Context: an optimization exercise on an open-source flow, tuned for small area, a short achievable clock period and few clock cycles per item. The choices shown serve that exercise and are no tape-out recipe.
Only simulation tests tie the RTL to the original design; equivalence was not proved.
No activity file was given, so power comes from the tool's default toggle rates.

==> design/flow/design.v <==
module add_nand2 (input logic a, input logic b, output logic y); assign y = ~(a & b); endmodule
module add_nand3 (input logic a, input logic b, input logic c, output logic y); assign y = ~(a & b & c); endmodule
module add_nor2 (input logic a, input logic b, output logic y); assign y = ~(a | b); endmodule
module add_xor2 (input logic a, input logic b, output logic y); assign y = a ^ b; endmodule
module add_xnor2 (input logic a, input logic b, output logic y); assign y = ~(a ^ b); endmodule
module add_inv (input logic a, output logic y); assign y = ~a; endmodule
module add_aoi21 (input logic a1, input logic a2, input logic b1, output logic y); assign y = ~((a1 & a2) | b1); endmodule
module add_oai21 (input logic a1, input logic a2, input logic b1, output logic y); assign y = ~((a1 | a2) & b1); endmodule
module add_nor2b (input logic a, input logic b_n, output logic y); assign y = ~(a | ~b_n); endmodule
module add32 (input logic [31:0] a, input logic [31:0] b, output logic [31:0] s, output logic co);
    logic gn1, gn2, tn3, gn4, tn5, gn6, tn7, gn8, tn9, gn10, tn11, gn12, tn13, gn14, tn15, gn16, tn17, gn18, tn19, gn20, tn21, gn22, tn23, gn24, tn25, gn26, tn27, gn28, tn29, gn30, tn31, gn32, tn33, gn34, tn35, gn36, tn37, gn38, tn39, gn40, tn41, gn42, tn43, gn44, tn45, gn46, tn47, gn48, tn49, gn50, tn51, gn52, tn53, gn54, tn55, gn56, tn57, gn58, tn59, gn60, tn61, gn62, tn63, h64, h65, h66, h67, h68, h69, h70, h71, h72, h73, h74, h75, h76, h77, h78, h79, h80, h81, h82, h83, h84, h85, h86, h87, h88, h89, h90, h91, h92, h93, h94, gt95, gt96, pt97, gt98, pt99, gt100, pt101, gt102, pt103, gt104, pt105, gt106, pt107, gt108, pt109, gt110, pt111, gt112, pt113, gt114, pt115, gt116, pt117, gt118, pt119, gt120, pt121, gt122, pt123, gt124, pt125, iv126, gt127, gc128, iv129, iv130, gt131, pt132, gc133, pc134, iv135, iv136, gt137, pt138, gc139, pc140, iv141, iv142, gt143, pt144, gc145, pc146, iv147, iv148, gt149, pt150, gc151, pc152, iv153, iv154, gt155, pt156, gc157, pc158, iv159, iv160, gt161, pt162, gc163, pc164, iv165, iv166, gt167, pt168, gc169, pc170, gt171, iv172, gc173, gc174, gt175, gt176, pt177, iv178, iv179, gc180, pc181, gc182, pc183, gt184, pt185, gt186, pt187, iv188, iv189, gc190, pc191, gc192, pc193, gt194, pt195, gt196, pt197, iv198, iv199, gc200, pc201, gc202, pc203, gt204, pt205, iv206, gt207, gc208, gc209, gt210, gc211, gt212, gt213, gc214, iv215, iv216, gt217, pt218, gc219, pc220, gc221, pc222, gt223, pt224, gc225, pc226, gt227, pt228, gt229, pt230, gc231, pc232, gt233, iv234, gc235, gc236, gt237, gc238, gt239, gt240, gc241, gc242, gt243, gt244, gc245, gt246, gc247, gc248;
    add_nand2 u_gn1 (.a(a[0]), .b(b[0]), .y(gn1));
    add_nand2 u_gn2 (.a(a[1]), .b(b[1]), .y(gn2));
    add_nor2 u_tn3 (.a(a[1]), .b(b[1]), .y(tn3));
    add_nand2 u_gn4 (.a(a[2]), .b(b[2]), .y(gn4));
    add_nor2 u_tn5 (.a(a[2]), .b(b[2]), .y(tn5));
    add_nand2 u_gn6 (.a(a[3]), .b(b[3]), .y(gn6));
    add_nor2 u_tn7 (.a(a[3]), .b(b[3]), .y(tn7));
    add_nand2 u_gn8 (.a(a[4]), .b(b[4]), .y(gn8));
    add_nor2 u_tn9 (.a(a[4]), .b(b[4]), .y(tn9));
    add_nand2 u_gn10 (.a(a[5]), .b(b[5]), .y(gn10));
    add_nor2 u_tn11 (.a(a[5]), .b(b[5]), .y(tn11));
    add_nand2 u_gn12 (.a(a[6]), .b(b[6]), .y(gn12));
    add_nor2 u_tn13 (.a(a[6]), .b(b[6]), .y(tn13));
    add_nand2 u_gn14 (.a(a[7]), .b(b[7]), .y(gn14));
    add_nor2 u_tn15 (.a(a[7]), .b(b[7]), .y(tn15));
    add_nand2 u_gn16 (.a(a[8]), .b(b[8]), .y(gn16));
    add_nor2 u_tn17 (.a(a[8]), .b(b[8]), .y(tn17));
    add_nand2 u_gn18 (.a(a[9]), .b(b[9]), .y(gn18));
    add_nor2 u_tn19 (.a(a[9]), .b(b[9]), .y(tn19));
    add_nand2 u_gn20 (.a(a[10]), .b(b[10]), .y(gn20));
    add_nor2 u_tn21 (.a(a[10]), .b(b[10]), .y(tn21));
    add_nand2 u_gn22 (.a(a[11]), .b(b[11]), .y(gn22));
    add_nor2 u_tn23 (.a(a[11]), .b(b[11]), .y(tn23));
    add_nand2 u_gn24 (.a(a[12]), .b(b[12]), .y(gn24));
    add_nor2 u_tn25 (.a(a[12]), .b(b[12]), .y(tn25));
    add_nand2 u_gn26 (.a(a[13]), .b(b[13]), .y(gn26));
    add_nor2 u_tn27 (.a(a[13]), .b(b[13]), .y(tn27));
    add_nand2 u_gn28 (.a(a[14]), .b(b[14]), .y(gn28));
    add_nor2 u_tn29 (.a(a[14]), .b(b[14]), .y(tn29));
    add_nand2 u_gn30 (.a(a[15]), .b(b[15]), .y(gn30));
    add_nor2 u_tn31 (.a(a[15]), .b(b[15]), .y(tn31));
    add_nand2 u_gn32 (.a(a[16]), .b(b[16]), .y(gn32));
    add_nor2 u_tn33 (.a(a[16]), .b(b[16]), .y(tn33));
    add_nand2 u_gn34 (.a(a[17]), .b(b[17]), .y(gn34));
    add_nor2 u_tn35 (.a(a[17]), .b(b[17]), .y(tn35));
    add_nand2 u_gn36 (.a(a[18]), .b(b[18]), .y(gn36));
    add_nor2 u_tn37 (.a(a[18]), .b(b[18]), .y(tn37));
    add_nand2 u_gn38 (.a(a[19]), .b(b[19]), .y(gn38));
    add_nor2 u_tn39 (.a(a[19]), .b(b[19]), .y(tn39));
    add_nand2 u_gn40 (.a(a[20]), .b(b[20]), .y(gn40));
    add_nor2 u_tn41 (.a(a[20]), .b(b[20]), .y(tn41));
    add_nand2 u_gn42 (.a(a[21]), .b(b[21]), .y(gn42));
    add_nor2 u_tn43 (.a(a[21]), .b(b[21]), .y(tn43));
    add_nand2 u_gn44 (.a(a[22]), .b(b[22]), .y(gn44));
    add_nor2 u_tn45 (.a(a[22]), .b(b[22]), .y(tn45));
    add_nand2 u_gn46 (.a(a[23]), .b(b[23]), .y(gn46));
    add_nor2 u_tn47 (.a(a[23]), .b(b[23]), .y(tn47));
    add_nand2 u_gn48 (.a(a[24]), .b(b[24]), .y(gn48));
    add_nor2 u_tn49 (.a(a[24]), .b(b[24]), .y(tn49));
    add_nand2 u_gn50 (.a(a[25]), .b(b[25]), .y(gn50));
    add_nor2 u_tn51 (.a(a[25]), .b(b[25]), .y(tn51));
    add_nand2 u_gn52 (.a(a[26]), .b(b[26]), .y(gn52));
    add_nor2 u_tn53 (.a(a[26]), .b(b[26]), .y(tn53));
    add_nand2 u_gn54 (.a(a[27]), .b(b[27]), .y(gn54));
    add_nor2 u_tn55 (.a(a[27]), .b(b[27]), .y(tn55));
    add_nand2 u_gn56 (.a(a[28]), .b(b[28]), .y(gn56));
    add_nor2 u_tn57 (.a(a[28]), .b(b[28]), .y(tn57));
    add_nand2 u_gn58 (.a(a[29]), .b(b[29]), .y(gn58));
    add_nor2 u_tn59 (.a(a[29]), .b(b[29]), .y(tn59));
    add_nand2 u_gn60 (.a(a[30]), .b(b[30]), .y(gn60));
    add_nor2 u_tn61 (.a(a[30]), .b(b[30]), .y(tn61));
    add_nand2 u_gn62 (.a(a[31]), .b(b[31]), .y(gn62));
    add_nor2 u_tn63 (.a(a[31]), .b(b[31]), .y(tn63));
    add_xor2 u_s0 (.a(a[0]), .b(b[0]), .y(s[0]));
    add_nor2b u_h64 (.a(tn3), .b_n(gn2), .y(h64));
    add_nor2b u_h65 (.a(tn5), .b_n(gn4), .y(h65));
    add_nor2b u_h66 (.a(tn7), .b_n(gn6), .y(h66));
    add_nor2b u_h67 (.a(tn9), .b_n(gn8), .y(h67));
    add_nor2b u_h68 (.a(tn11), .b_n(gn10), .y(h68));
    add_nor2b u_h69 (.a(tn13), .b_n(gn12), .y(h69));
    add_nor2b u_h70 (.a(tn15), .b_n(gn14), .y(h70));
    add_nor2b u_h71 (.a(tn17), .b_n(gn16), .y(h71));
    add_nor2b u_h72 (.a(tn19), .b_n(gn18), .y(h72));
    add_nor2b u_h73 (.a(tn21), .b_n(gn20), .y(h73));
    add_nor2b u_h74 (.a(tn23), .b_n(gn22), .y(h74));
    add_nor2b u_h75 (.a(tn25), .b_n(gn24), .y(h75));
    add_nor2b u_h76 (.a(tn27), .b_n(gn26), .y(h76));
    add_nor2b u_h77 (.a(tn29), .b_n(gn28), .y(h77));
    add_nor2b u_h78 (.a(tn31), .b_n(gn30), .y(h78));
    add_nor2b u_h79 (.a(tn33), .b_n(gn32), .y(h79));
    add_nor2b u_h80 (.a(tn35), .b_n(gn34), .y(h80));
    add_nor2b u_h81 (.a(tn37), .b_n(gn36), .y(h81));
    add_nor2b u_h82 (.a(tn39), .b_n(gn38), .y(h82));
    add_nor2b u_h83 (.a(tn41), .b_n(gn40), .y(h83));
    add_nor2b u_h84 (.a(tn43), .b_n(gn42), .y(h84));
    add_nor2b u_h85 (.a(tn45), .b_n(gn44), .y(h85));
    add_nor2b u_h86 (.a(tn47), .b_n(gn46), .y(h86));
    add_nor2b u_h87 (.a(tn49), .b_n(gn48), .y(h87));
    add_nor2b u_h88 (.a(tn51), .b_n(gn50), .y(h88));
    add_nor2b u_h89 (.a(tn53), .b_n(gn52), .y(h89));
    add_nor2b u_h90 (.a(tn55), .b_n(gn54), .y(h90));
    add_nor2b u_h91 (.a(tn57), .b_n(gn56), .y(h91));
    add_nor2b u_h92 (.a(tn59), .b_n(gn58), .y(h92));
    add_nor2b u_h93 (.a(tn61), .b_n(gn60), .y(h93));
    add_nor2b u_h94 (.a(tn63), .b_n(gn62), .y(h94));
    add_oai21 u_gt95 (.a1(tn3), .a2(gn1), .b1(gn2), .y(gt95));
    add_oai21 u_gt96 (.a1(tn7), .a2(gn4), .b1(gn6), .y(gt96));
    add_nor2 u_pt97 (.a(tn7), .b(tn5), .y(pt97));
    add_oai21 u_gt98 (.a1(tn11), .a2(gn8), .b1(gn10), .y(gt98));
    add_nor2 u_pt99 (.a(tn11), .b(tn9), .y(pt99));
    add_oai21 u_gt100 (.a1(tn15), .a2(gn12), .b1(gn14), .y(gt100));
    add_nor2 u_pt101 (.a(tn15), .b(tn13), .y(pt101));
    add_oai21 u_gt102 (.a1(tn19), .a2(gn16), .b1(gn18), .y(gt102));
    add_nor2 u_pt103 (.a(tn19), .b(tn17), .y(pt103));
    add_oai21 u_gt104 (.a1(tn23), .a2(gn20), .b1(gn22), .y(gt104));
    add_nor2 u_pt105 (.a(tn23), .b(tn21), .y(pt105));
    add_oai21 u_gt106 (.a1(tn27), .a2(gn24), .b1(gn26), .y(gt106));
    add_nor2 u_pt107 (.a(tn27), .b(tn25), .y(pt107));
    add_oai21 u_gt108 (.a1(tn31), .a2(gn28), .b1(gn30), .y(gt108));
    add_nor2 u_pt109 (.a(tn31), .b(tn29), .y(pt109));
    add_oai21 u_gt110 (.a1(tn35), .a2(gn32), .b1(gn34), .y(gt110));
    add_nor2 u_pt111 (.a(tn35), .b(tn33), .y(pt111));
    add_oai21 u_gt112 (.a1(tn39), .a2(gn36), .b1(gn38), .y(gt112));
    add_nor2 u_pt113 (.a(tn39), .b(tn37), .y(pt113));
    add_oai21 u_gt114 (.a1(tn43), .a2(gn40), .b1(gn42), .y(gt114));
    add_nor2 u_pt115 (.a(tn43), .b(tn41), .y(pt115));
    add_oai21 u_gt116 (.a1(tn47), .a2(gn44), .b1(gn46), .y(gt116));
    add_nor2 u_pt117 (.a(tn47), .b(tn45), .y(pt117));
    add_oai21 u_gt118 (.a1(tn51), .a2(gn48), .b1(gn50), .y(gt118));
    add_nor2 u_pt119 (.a(tn51), .b(tn49), .y(pt119));
    add_oai21 u_gt120 (.a1(tn55), .a2(gn52), .b1(gn54), .y(gt120));
    add_nor2 u_pt121 (.a(tn55), .b(tn53), .y(pt121));
    add_oai21 u_gt122 (.a1(tn59), .a2(gn56), .b1(gn58), .y(gt122));
    add_nor2 u_pt123 (.a(tn59), .b(tn57), .y(pt123));
    add_oai21 u_gt124 (.a1(tn63), .a2(gn60), .b1(gn62), .y(gt124));
    add_nor2 u_pt125 (.a(tn63), .b(tn61), .y(pt125));
    add_inv u_iv126 (.a(gt95), .y(iv126));
    add_oai21 u_gt127 (.a1(tn5), .a2(iv126), .b1(gn4), .y(gt127));
    add_aoi21 u_gc128 (.a1(pt97), .a2(gt95), .b1(gt96), .y(gc128));
    add_inv u_iv129 (.a(gt98), .y(iv129));
    add_inv u_iv130 (.a(pt99), .y(iv130));
    add_oai21 u_gt131 (.a1(tn13), .a2(iv129), .b1(gn12), .y(gt131));
    add_nor2 u_pt132 (.a(tn13), .b(iv130), .y(pt132));
    add_aoi21 u_gc133 (.a1(pt101), .a2(gt98), .b1(gt100), .y(gc133));
    add_nand2 u_pc134 (.a(pt101), .b(pt99), .y(pc134));
    add_inv u_iv135 (.a(gt102), .y(iv135));
    add_inv u_iv136 (.a(pt103), .y(iv136));
    add_oai21 u_gt137 (.a1(tn21), .a2(iv135), .b1(gn20), .y(gt137));
    add_nor2 u_pt138 (.a(tn21), .b(iv136), .y(pt138));
    add_aoi21 u_gc139 (.a1(pt105), .a2(gt102), .b1(gt104), .y(gc139));
    add_nand2 u_pc140 (.a(pt105), .b(pt103), .y(pc140));
    add_inv u_iv141 (.a(gt106), .y(iv141));
    add_inv u_iv142 (.a(pt107), .y(iv142));
    add_oai21 u_gt143 (.a1(tn29), .a2(iv141), .b1(gn28), .y(gt143));
    add_nor2 u_pt144 (.a(tn29), .b(iv142), .y(pt144));
    add_aoi21 u_gc145 (.a1(pt109), .a2(gt106), .b1(gt108), .y(gc145));
    add_nand2 u_pc146 (.a(pt109), .b(pt107), .y(pc146));
    add_inv u_iv147 (.a(gt110), .y(iv147));
    add_inv u_iv148 (.a(pt111), .y(iv148));
    add_oai21 u_gt149 (.a1(tn37), .a2(iv147), .b1(gn36), .y(gt149));
    add_nor2 u_pt150 (.a(tn37), .b(iv148), .y(pt150));
    add_aoi21 u_gc151 (.a1(pt113), .a2(gt110), .b1(gt112), .y(gc151));
    add_nand2 u_pc152 (.a(pt113), .b(pt111), .y(pc152));
    add_inv u_iv153 (.a(gt114), .y(iv153));
    add_inv u_iv154 (.a(pt115), .y(iv154));
    add_oai21 u_gt155 (.a1(tn45), .a2(iv153), .b1(gn44), .y(gt155));
    add_nor2 u_pt156 (.a(tn45), .b(iv154), .y(pt156));
    add_aoi21 u_gc157 (.a1(pt117), .a2(gt114), .b1(gt116), .y(gc157));
    add_nand2 u_pc158 (.a(pt117), .b(pt115), .y(pc158));
    add_inv u_iv159 (.a(gt118), .y(iv159));
    add_inv u_iv160 (.a(pt119), .y(iv160));
    add_oai21 u_gt161 (.a1(tn53), .a2(iv159), .b1(gn52), .y(gt161));
    add_nor2 u_pt162 (.a(tn53), .b(iv160), .y(pt162));
    add_aoi21 u_gc163 (.a1(pt121), .a2(gt118), .b1(gt120), .y(gc163));
    add_nand2 u_pc164 (.a(pt121), .b(pt119), .y(pc164));
    add_inv u_iv165 (.a(gt122), .y(iv165));
    add_inv u_iv166 (.a(pt123), .y(iv166));
    add_oai21 u_gt167 (.a1(tn61), .a2(iv165), .b1(gn60), .y(gt167));
    add_nor2 u_pt168 (.a(tn61), .b(iv166), .y(pt168));
    add_aoi21 u_gc169 (.a1(pt125), .a2(gt122), .b1(gt124), .y(gc169));
    add_nand2 u_pc170 (.a(pt125), .b(pt123), .y(pc170));
    add_oai21 u_gt171 (.a1(tn9), .a2(gc128), .b1(gn8), .y(gt171));
    add_inv u_iv172 (.a(gc128), .y(iv172));
    add_aoi21 u_gc173 (.a1(pt99), .a2(iv172), .b1(gt98), .y(gc173));
    add_aoi21 u_gc174 (.a1(pt132), .a2(iv172), .b1(gt131), .y(gc174));
    add_oai21 u_gt175 (.a1(pc134), .a2(gc128), .b1(gc133), .y(gt175));
    add_oai21 u_gt176 (.a1(tn25), .a2(gc139), .b1(gn24), .y(gt176));
    add_nor2 u_pt177 (.a(tn25), .b(pc140), .y(pt177));
    add_inv u_iv178 (.a(gc139), .y(iv178));
    add_inv u_iv179 (.a(pc140), .y(iv179));
    add_aoi21 u_gc180 (.a1(pt107), .a2(iv178), .b1(gt106), .y(gc180));
    add_nand2 u_pc181 (.a(pt107), .b(iv179), .y(pc181));
    add_aoi21 u_gc182 (.a1(pt144), .a2(iv178), .b1(gt143), .y(gc182));
    add_nand2 u_pc183 (.a(pt144), .b(iv179), .y(pc183));
    add_oai21 u_gt184 (.a1(pc146), .a2(gc139), .b1(gc145), .y(gt184));
    add_nor2 u_pt185 (.a(pc146), .b(pc140), .y(pt185));
    add_oai21 u_gt186 (.a1(tn41), .a2(gc151), .b1(gn40), .y(gt186));
    add_nor2 u_pt187 (.a(tn41), .b(pc152), .y(pt187));
    add_inv u_iv188 (.a(gc151), .y(iv188));
    add_inv u_iv189 (.a(pc152), .y(iv189));
    add_aoi21 u_gc190 (.a1(pt115), .a2(iv188), .b1(gt114), .y(gc190));
    add_nand2 u_pc191 (.a(pt115), .b(iv189), .y(pc191));
    add_aoi21 u_gc192 (.a1(pt156), .a2(iv188), .b1(gt155), .y(gc192));
    add_nand2 u_pc193 (.a(pt156), .b(iv189), .y(pc193));
    add_oai21 u_gt194 (.a1(pc158), .a2(gc151), .b1(gc157), .y(gt194));
    add_nor2 u_pt195 (.a(pc158), .b(pc152), .y(pt195));
    add_oai21 u_gt196 (.a1(tn57), .a2(gc163), .b1(gn56), .y(gt196));
    add_nor2 u_pt197 (.a(tn57), .b(pc164), .y(pt197));
    add_inv u_iv198 (.a(gc163), .y(iv198));
    add_inv u_iv199 (.a(pc164), .y(iv199));
    add_aoi21 u_gc200 (.a1(pt123), .a2(iv198), .b1(gt122), .y(gc200));
    add_nand2 u_pc201 (.a(pt123), .b(iv199), .y(pc201));
    add_aoi21 u_gc202 (.a1(pt168), .a2(iv198), .b1(gt167), .y(gc202));
    add_nand2 u_pc203 (.a(pt168), .b(iv199), .y(pc203));
    add_oai21 u_gt204 (.a1(pc170), .a2(gc163), .b1(gc169), .y(gt204));
    add_nor2 u_pt205 (.a(pc170), .b(pc164), .y(pt205));
    add_inv u_iv206 (.a(gt175), .y(iv206));
    add_oai21 u_gt207 (.a1(tn17), .a2(iv206), .b1(gn16), .y(gt207));
    add_aoi21 u_gc208 (.a1(pt103), .a2(gt175), .b1(gt102), .y(gc208));
    add_aoi21 u_gc209 (.a1(pt138), .a2(gt175), .b1(gt137), .y(gc209));
    add_oai21 u_gt210 (.a1(pc140), .a2(iv206), .b1(gc139), .y(gt210));
    add_aoi21 u_gc211 (.a1(pt177), .a2(gt175), .b1(gt176), .y(gc211));
    add_oai21 u_gt212 (.a1(pc181), .a2(iv206), .b1(gc180), .y(gt212));
    add_oai21 u_gt213 (.a1(pc183), .a2(iv206), .b1(gc182), .y(gt213));
    add_aoi21 u_gc214 (.a1(pt185), .a2(gt175), .b1(gt184), .y(gc214));
    add_inv u_iv215 (.a(gt194), .y(iv215));
    add_inv u_iv216 (.a(pt195), .y(iv216));
    add_oai21 u_gt217 (.a1(tn49), .a2(iv215), .b1(gn48), .y(gt217));
    add_nor2 u_pt218 (.a(tn49), .b(iv216), .y(pt218));
    add_aoi21 u_gc219 (.a1(pt119), .a2(gt194), .b1(gt118), .y(gc219));
    add_nand2 u_pc220 (.a(pt119), .b(pt195), .y(pc220));
    add_aoi21 u_gc221 (.a1(pt162), .a2(gt194), .b1(gt161), .y(gc221));
    add_nand2 u_pc222 (.a(pt162), .b(pt195), .y(pc222));
    add_oai21 u_gt223 (.a1(pc164), .a2(iv215), .b1(gc163), .y(gt223));
    add_nor2 u_pt224 (.a(pc164), .b(iv216), .y(pt224));
    add_aoi21 u_gc225 (.a1(pt197), .a2(gt194), .b1(gt196), .y(gc225));
    add_nand2 u_pc226 (.a(pt197), .b(pt195), .y(pc226));
    add_oai21 u_gt227 (.a1(pc201), .a2(iv215), .b1(gc200), .y(gt227));
    add_nor2 u_pt228 (.a(pc201), .b(iv216), .y(pt228));
    add_oai21 u_gt229 (.a1(pc203), .a2(iv215), .b1(gc202), .y(gt229));
    add_nor2 u_pt230 (.a(pc203), .b(iv216), .y(pt230));
    add_aoi21 u_gc231 (.a1(pt205), .a2(gt194), .b1(gt204), .y(gc231));
    add_nand2 u_pc232 (.a(pt205), .b(pt195), .y(pc232));
    add_oai21 u_gt233 (.a1(tn33), .a2(gc214), .b1(gn32), .y(gt233));
    add_inv u_iv234 (.a(gc214), .y(iv234));
    add_aoi21 u_gc235 (.a1(pt111), .a2(iv234), .b1(gt110), .y(gc235));
    add_aoi21 u_gc236 (.a1(pt150), .a2(iv234), .b1(gt149), .y(gc236));
    add_oai21 u_gt237 (.a1(pc152), .a2(gc214), .b1(gc151), .y(gt237));
    add_aoi21 u_gc238 (.a1(pt187), .a2(iv234), .b1(gt186), .y(gc238));
    add_oai21 u_gt239 (.a1(pc191), .a2(gc214), .b1(gc190), .y(gt239));
    add_oai21 u_gt240 (.a1(pc193), .a2(gc214), .b1(gc192), .y(gt240));
    add_aoi21 u_gc241 (.a1(pt195), .a2(iv234), .b1(gt194), .y(gc241));
    add_aoi21 u_gc242 (.a1(pt218), .a2(iv234), .b1(gt217), .y(gc242));
    add_oai21 u_gt243 (.a1(pc220), .a2(gc214), .b1(gc219), .y(gt243));
    add_oai21 u_gt244 (.a1(pc222), .a2(gc214), .b1(gc221), .y(gt244));
    add_aoi21 u_gc245 (.a1(pt224), .a2(iv234), .b1(gt223), .y(gc245));
    add_oai21 u_gt246 (.a1(pc226), .a2(gc214), .b1(gc225), .y(gt246));
    add_aoi21 u_gc247 (.a1(pt228), .a2(iv234), .b1(gt227), .y(gc247));
    add_aoi21 u_gc248 (.a1(pt230), .a2(iv234), .b1(gt229), .y(gc248));
    add_oai21 u_gt249 (.a1(pc232), .a2(gc214), .b1(gc231), .y(co));
    add_xnor2 u_s1 (.a(h64), .b(gn1), .y(s[1]));
    add_xor2 u_s2 (.a(h65), .b(gt95), .y(s[2]));
    add_xor2 u_s3 (.a(h66), .b(gt127), .y(s[3]));
    add_xnor2 u_s4 (.a(h67), .b(gc128), .y(s[4]));
    add_xor2 u_s5 (.a(h68), .b(gt171), .y(s[5]));
    add_xnor2 u_s6 (.a(h69), .b(gc173), .y(s[6]));
    add_xnor2 u_s7 (.a(h70), .b(gc174), .y(s[7]));
    add_xor2 u_s8 (.a(h71), .b(gt175), .y(s[8]));
    add_xor2 u_s9 (.a(h72), .b(gt207), .y(s[9]));
    add_xnor2 u_s10 (.a(h73), .b(gc208), .y(s[10]));
    add_xnor2 u_s11 (.a(h74), .b(gc209), .y(s[11]));
    add_xor2 u_s12 (.a(h75), .b(gt210), .y(s[12]));
    add_xnor2 u_s13 (.a(h76), .b(gc211), .y(s[13]));
    add_xor2 u_s14 (.a(h77), .b(gt212), .y(s[14]));
    add_xor2 u_s15 (.a(h78), .b(gt213), .y(s[15]));
    add_xnor2 u_s16 (.a(h79), .b(gc214), .y(s[16]));
    add_xor2 u_s17 (.a(h80), .b(gt233), .y(s[17]));
    add_xnor2 u_s18 (.a(h81), .b(gc235), .y(s[18]));
    add_xnor2 u_s19 (.a(h82), .b(gc236), .y(s[19]));
    add_xor2 u_s20 (.a(h83), .b(gt237), .y(s[20]));
    add_xnor2 u_s21 (.a(h84), .b(gc238), .y(s[21]));
    add_xor2 u_s22 (.a(h85), .b(gt239), .y(s[22]));
    add_xor2 u_s23 (.a(h86), .b(gt240), .y(s[23]));
    add_xnor2 u_s24 (.a(h87), .b(gc241), .y(s[24]));
    add_xnor2 u_s25 (.a(h88), .b(gc242), .y(s[25]));
    add_xor2 u_s26 (.a(h89), .b(gt243), .y(s[26]));
    add_xor2 u_s27 (.a(h90), .b(gt244), .y(s[27]));
    add_xnor2 u_s28 (.a(h91), .b(gc245), .y(s[28]));
    add_xor2 u_s29 (.a(h92), .b(gt246), .y(s[29]));
    add_xnor2 u_s30 (.a(h93), .b(gc247), .y(s[30]));
    add_xnor2 u_s31 (.a(h94), .b(gc248), .y(s[31]));
endmodule
module vadd_pipe_kernel #(
    parameter int C_DATA_WIDTH = 512,
    parameter int C_LANE_WIDTH = 32,
    parameter int C_STAGES     = 1
) (
    input  logic                    clk,
    input  logic                    reset,
    output logic                    in_ready,
    input  logic                    in_avail,
    input  logic [C_DATA_WIDTH-1:0] in_data,
    input  logic                    out_ready,
    output logic                    out_avail,
    output logic [C_DATA_WIDTH-1:0] out_data,
    input  logic [C_LANE_WIDTH-1:0] cfg_addend,
    input  logic                    cfg_clear,
    output logic [31:0]             beat_count,
    output logic                    ovf_sticky
);
    localparam int N_LANES = C_DATA_WIDTH / C_LANE_WIDTH;
    logic                    valid_q;
    logic [C_DATA_WIDTH-1:0] data_q;
    logic [C_DATA_WIDTH-1:0] lane_result;
    logic [N_LANES-1:0]      lane_carry;
    logic                    load;
    for (genvar i = 0; i < N_LANES; i++) begin : g_lane
        add32 u_add (
            .a (in_data[i*C_LANE_WIDTH +: C_LANE_WIDTH]),
            .b (cfg_addend),
            .s (lane_result[i*C_LANE_WIDTH +: C_LANE_WIDTH]),
            .co(lane_carry[i])
        );
    end
    assign load      = !valid_q || out_ready;
    assign in_ready  = load;
    assign out_avail = valid_q;
    assign out_data  = data_q;
    always_ff @(posedge clk) begin
        if (!reset) valid_q <= 1'b0;
        else if (load) valid_q <= in_avail;
    end
    always_ff @(posedge clk) begin
        if (load) data_q <= lane_result;
    end
    logic [N_LANES-1:0] carry_q;
    logic               sticky_q;
    logic               sticky_now;
    logic               count_fire;
    assign count_fire = reset && !cfg_clear && in_avail && load;
    logic [7:0] or_n1;
    logic [3:0] or_o2;
    logic [1:0] or_n3;
    logic       sticky_n;
    for (genvar k = 0; k < 8; k++) begin : g_or1
        add_nor2 u_n (.a(carry_q[2*k]), .b(carry_q[2*k+1]), .y(or_n1[k]));
    end
    add_inv   u_stn (.a(sticky_q), .y(sticky_n));
    add_nand2 u_o0 (.a(or_n1[0]), .b(or_n1[1]), .y(or_o2[0]));
    add_nand2 u_o1 (.a(or_n1[2]), .b(or_n1[3]), .y(or_o2[1]));
    add_nand2 u_o2 (.a(or_n1[4]), .b(or_n1[5]), .y(or_o2[2]));
    add_nand3 u_o3 (.a(or_n1[6]), .b(or_n1[7]), .c(sticky_n), .y(or_o2[3]));
    add_nor2  u_q0 (.a(or_o2[0]), .b(or_o2[1]), .y(or_n3[0]));
    add_nor2  u_q1 (.a(or_o2[2]), .b(or_o2[3]), .y(or_n3[1]));
    add_nand2 u_any (.a(or_n3[0]), .b(or_n3[1]), .y(sticky_now));
    assign ovf_sticky = sticky_now;
    always_ff @(posedge clk) begin
        carry_q <= lane_carry & {N_LANES{count_fire}};
    end
    always_ff @(posedge clk) begin
        if (!reset || cfg_clear) begin
            beat_count <= '0;
            sticky_q   <= 1'b0;
        end else begin
            if (valid_q && out_ready) beat_count <= beat_count + 32'd1;
            sticky_q <= sticky_now;
        end
    end
endmodule
==> design/flow/flow/run.sh <==
#!/bin/bash
# Own layout flow: the standard ORFS flow with the standard synthesis unchanged, then
#  - every port buffered by a small buffer (buf_1) instead of the default pick,
#  - clock-delay buffers (clkdlybuf4s*) kept out of the resizer's choices after synthesis,
#  - pins placed on adjacent tracks, in_ready and out_ready side by side,
#  - the simple adder gates reset to drive strength 1 before floorplan repair (downsize.tcl).
# Each step's full output goes to a log file in the work folder.
set -euo pipefail
W=$(pwd)
bash standard.sh synth > "$W/synth.log" 2>&1
# The platform's own don't-use list (platforms/sky130hd/config.mk).
PLAT_DONT_USE="sky130_fd_sc_hd__probe_p_8 sky130_fd_sc_hd__probec_p_8 sky130_fd_sc_hd__lpflow_bleeder_1 sky130_fd_sc_hd__lpflow_clkbufkapwr_1 sky130_fd_sc_hd__lpflow_clkbufkapwr_16 sky130_fd_sc_hd__lpflow_clkbufkapwr_2 sky130_fd_sc_hd__lpflow_clkbufkapwr_4 sky130_fd_sc_hd__lpflow_clkbufkapwr_8 sky130_fd_sc_hd__lpflow_clkinvkapwr_1 sky130_fd_sc_hd__lpflow_clkinvkapwr_16 sky130_fd_sc_hd__lpflow_clkinvkapwr_2 sky130_fd_sc_hd__lpflow_clkinvkapwr_4 sky130_fd_sc_hd__lpflow_clkinvkapwr_8 sky130_fd_sc_hd__lpflow_decapkapwr_12 sky130_fd_sc_hd__lpflow_decapkapwr_3 sky130_fd_sc_hd__lpflow_decapkapwr_4 sky130_fd_sc_hd__lpflow_decapkapwr_6 sky130_fd_sc_hd__lpflow_decapkapwr_8 sky130_fd_sc_hd__lpflow_inputiso0n_1 sky130_fd_sc_hd__lpflow_inputiso0p_1 sky130_fd_sc_hd__lpflow_inputiso1n_1 sky130_fd_sc_hd__lpflow_inputiso1p_1 sky130_fd_sc_hd__lpflow_inputisolatch_1 sky130_fd_sc_hd__lpflow_isobufsrc_1 sky130_fd_sc_hd__lpflow_isobufsrc_16 sky130_fd_sc_hd__lpflow_isobufsrc_2 sky130_fd_sc_hd__lpflow_isobufsrc_4 sky130_fd_sc_hd__lpflow_isobufsrc_8 sky130_fd_sc_hd__lpflow_isobufsrckapwr_16 sky130_fd_sc_hd__lpflow_lsbuf_lh_hl_isowell_tap_1 sky130_fd_sc_hd__lpflow_lsbuf_lh_hl_isowell_tap_2 sky130_fd_sc_hd__lpflow_lsbuf_lh_hl_isowell_tap_4 sky130_fd_sc_hd__lpflow_lsbuf_lh_isowell_4 sky130_fd_sc_hd__lpflow_lsbuf_lh_isowell_tap_1 sky130_fd_sc_hd__lpflow_lsbuf_lh_isowell_tap_2 sky130_fd_sc_hd__lpflow_lsbuf_lh_isowell_tap_4"
bash standard.sh finish \
  "DONT_USE_CELLS=$PLAT_DONT_USE sky130_fd_sc_hd__clkdlybuf4s15_1 sky130_fd_sc_hd__clkdlybuf4s15_2 sky130_fd_sc_hd__clkdlybuf4s18_1 sky130_fd_sc_hd__clkdlybuf4s18_2 sky130_fd_sc_hd__clkdlybuf4s25_1 sky130_fd_sc_hd__clkdlybuf4s25_2 sky130_fd_sc_hd__clkdlybuf4s50_1 sky130_fd_sc_hd__clkdlybuf4s50_2" \
  "BUFFER_PORTS_ARGS=-buffer_cell sky130_fd_sc_hd__buf_1" \
  "PRE_FLOORPLAN_TCL=$W/flow/downsize.tcl" \
  "PRE_IO_PLACEMENT_TCL=$W/flow/pins.tcl" \
  "PLACE_PINS_ARGS=-min_distance 1 -min_distance_in_tracks" \
  > "$W/standard.log" 2>&1
==> design/flow/flow/downsize.tcl <==
# Before floorplan repair: put the adder's simple gates, which synthesis mapped one
# module at a time and so often at a larger drive than needed, back to their smallest
# drive. The resizer then sizes them up again where timing needs it.
set n 0
foreach inst [get_cells *] {
  set m [get_property $inst ref_name]
  if {[regexp {^sky130_fd_sc_hd__(a21oi|o21ai|nand2|nand3|nor2|nor2b|xor2|xnor2|inv)_([0-9]+)$} $m -> f s] && $s > 1} {
    replace_cell $inst sky130_fd_sc_hd__${f}_1
    incr n
  }
}
puts "downsize.tcl: $n cells set to drive 1"
==> design/flow/flow/pins.tcl <==
# Keep the combinational handshake pair (out_ready -> in_ready) side by side.
set_io_pin_constraint -group -order -pin_names {out_ready in_ready}
==> design/flow/standard.sh <==
#!/bin/bash
# synth_recipe.tcl (not shown) runs the flow's synth.tcl, then flattens the netlist and writes it again
# the make line also repeats each setting of config.mk as NAME=value (left out here)
make -C /OpenROAD-flow-scripts/flow DESIGN_CONFIG=/design/flow/config.mk WORK_HOME=/design/flow/orfs CLKGATE_MAP_FILE= SYNTH_SCRIPT=/design/flow/synth_recipe.tcl "${@:-finish}"
==> design/flow/config.mk <==
export PLATFORM = sky130hd
export DESIGN_NAME = vadd_pipe_kernel
export DESIGN_NICKNAME = vadd_pipe_kernel
export VERILOG_FILES = /design/flow/design.v
export SDC_FILE = /design/flow/constraint.sdc
export NUM_CORES = 4
export LEC_CHECK = 0
export CAP_MARGIN = 20
export CORE_MARGIN = 2
export CORE_UTILIZATION = 50
export SETUP_SLACK_MARGIN = 2.8
export SLEW_MARGIN = 20
export SYNTH_HIERARCHICAL = 1
==> design/flow/constraint.sdc <==
create_clock -name core_clock -period 5.5 [get_ports {clk}]
set_input_delay 1.1000 -clock core_clock [delete_from_list [all_inputs] [get_ports {clk}]]
set_output_delay 1.1000 -clock core_clock [all_outputs]
set_load 0.01 [all_outputs]
==> results.yml <==
outcome:
  status: "timing/DRC/antenna clean"
routing:
  routed-via-count: 41200
  drc_errors: 0
  wl_mm: 148
  drt_iter0_markers: 3708
  avgViaCountPerCell: 5.37
  wl_per_cell_um: 19.3
  ant_nets: 0
  dr.pass1.iters: 6
cts:
  clkSinkCount: 562
  cts_buffers: 70
  clk_latency_ps: 620
  path_clk_slew_ps: 50
  cts.htree.levels: 3
  clockBufferDepth: 3
  cts_tree: "done"
  cts_root_buf: "clkbuf_16"
timing:
  min_period_over_period: 0.487
  worstMarginPinSlew_ps: 1140
  period_needed_ps: 2680
  rsz0062_at_grt: "no"
  fmax_mhz: 373
  relSlewSlack: 0.239
  finalSetupViolations: 0
  finalHoldViolCount: 0
  slew_viol_final: 0
  fin_skew_ps: 21.0
floorplanning:
  die_h_um: 286
  row_count: 103
  core-area_um2: 78900
  die_w_um: 286
  start_util: 0.504
  dieArea_um2: 81800
  io_pins: 1096
min_path:
  worst_hold_path_type: "register to register"
run:
  maxCapViolations: 0
worst_setup_path:
  worstSetupPathType: "primary input to primary output"
  critPathSlowestCell: "or2b_4"
  critical_path_required_ps: 4400
  critPathArrivalTime_ps: 1580
  cpPeakStageDelay_ps: 260
  startpoint_type: "primary input"
  crit_chain: "buf_12 > or2b_4 > buf_6"
  critPathTopFamily: "simple AND/OR/NAND/NOR gates"
  end_kind: "primary output"
  crit_buf_inv: 2
  reg2reg_slack_ps: 3070
  worst-path-max-fanout: 4
cells_and_area:
  n_fill_cell: 7414
  drive_above_1_share: 0.0585
  final_area_um2: 49300
  layout.cells.non_filler: 7678
  layout.nets: 7061
synth:
  yosys_warnings: 7
  postSynthCellCount: 5252
  syn_nets: 5802
global_routing:
  grtUsageTotal: 0.348
  antenna_found_initial: 94
  grt_max_degree: 176
  grt_overflow: 0
  grt_pass1_wl_mm: 213
  grt_pass1_vias: 36400
place:
  dp.cells: 7407
  gp_congestion: 0.971
  placed_area_um2: 45500
  port_buffers: 1095
  post-dp-hpwl_mm: 112
pwr:
  p_per_area_nw_per_um2: 308
  p_leak_nw: 19.0
  vdd_ir_drop_max_mv: 0.229
[routing by layer]
metal / vias to the layer above / part of all wire / GRT usage
li1: 20200 / - / -
met1: 18600 / 0.39 / 0.423
met2: 1938 / 0.40 / 0.485
met3: 444 / 0.14 / 0.168
met4: 66 / 0.068 / 0.232
met5: - / 0.0027 / 0.00640
[worst register-to-register path, cell delays in order, from the launching register on]
cell     delay, ps
dfxtp_2        390
or2b_4         250
buf_4          210
buf_6          500
buf_4          660
[power breakdown]
| group | switching (W) | internal [W] | leakage (nW) |
|---|---|---|---|
| combinational | 0.00302 | 0.00151 | 12.2 |
| sequential | 0.000319 | 0.00566 | 5.73 |
| clock | 0.00193 | 0.00276 | 1.12 |
| total | 0.00527 | 0.00992 | 19.0 |
[cell usage in the layout, fill, tap and decap left out, types with 5 or more instances in the layout]
cell type     n
inv_2        15
inv_1       405
o21ai_1     727
clkinv_1      6
o21ai_4      15
buf_2        32
dfxtp_1      49
buf_6        29
a21oi_4      18
clkbuf_8     15
o31ai_1       9
a21oi_1     487
nor2b_1     497
xnor2_1     263
and2_1       17
o21ai_2      26
nor2_1      970
buf_1      1090
o21ai_0       6
a21oi_2      28
diode_2      61
clkbuf_4      7
clkbuf_1     18
buf_12        5
clkinv_2     12
nand3_1      17
or3_1         8
o41ai_1       5
nor2_2       60
clkbuf_16    74
buf_4        23
or4_1        11
nor4_1        5
nand4_1       5
nand2_1     800
xor2_1      258
edfxtp_1    512
[flip-flops by register name, summed over array words and instances, names as in the netlist]
register / cells
data_q: 512
beat_count: 32
carry_q: 16
valid_q: 1
sticky_q: 1
[final timing paths]
| check | depth (start not counted) | to | start |
|---|---|---|---|
| worst min register to register | 2 | beat_count[31]$_SDFFE_PP0P_ | beat_count[31]$_SDFFE_PP0P_ |
| worst max-delay path | 3 | in_ready | out_ready |
| worst min-delay path | 2 | beat_count[31]$_SDFFE_PP0P_ | beat_count[31]$_SDFFE_PP0P_ |
| worst max register to register | 4 | data_q[171]$_DFFE_PN_ | valid_q$_SDFFE_PN0N_ |
[layout make-up]
cell class	count	area, um2	area share
multi-input cells	4259	22500	0.457
clock buffers	100	2030	0.0412
flip-flops and latches	562	16400	0.332
clock inverters	28	259	0.00526
inverters	421	1580	0.0321
diodes	61	153	0.00310
well taps	1050	1310	0.0267
repair buffers	1197	5030	0.102
[per-stage QoR]
step	util	hold slack [ps]	worst slack [ps]	power (W)	setup TNS, ps
2_1_floorplan	-	495	-324	0.00854	-3080
3_3_place_gp	0.577	465	1330	0.0102	0
3_5_place_dp	0.577	469	1400	0.0102	0
4_1_cts	0.616	477	2800	0.0151	0
5_1_grt	0.624	504	2770	0.0158	0
6_report	0.625	482	2820	0.0152	0
[what timing repair did]
action,4_1_cts,5_1_grt
hold buffers,0,0
setup endpoints to repair,383,249
pin swaps,17,20
gates resized for setup,78,131
gates cloned,1,0
setup buffers,47,34
Testbench counts, summed over its fixed seeds: cycles 18,258, items 16,000.

## static timing again, ports no longer ideal
Ports are ideal in the flow. The routed layout listed here was re-timed in OpenROAD. Step 1: set_driving_cell puts a clkbuf_16 on clk and a buf_2 on each other input, an assumption about the parent block. Step 2 times the ports against the registers' clock, not the clock port: input delays grow and output delays shrink by t, the midpoint of the rising clock arrivals with the driver on. Three values: ideal ports, drivers, drivers and shift; two values: the first two.
t (ns): 0.675
slack for setup (ns): 2.819 / 2.762 / 2.233
worst slew at a driven data input, ns: 0.20
After both steps setup and hold are still met in this run. For this run, drivers alone change the setup slack by -0.057 ns; drivers and shift together by -0.586 ns.
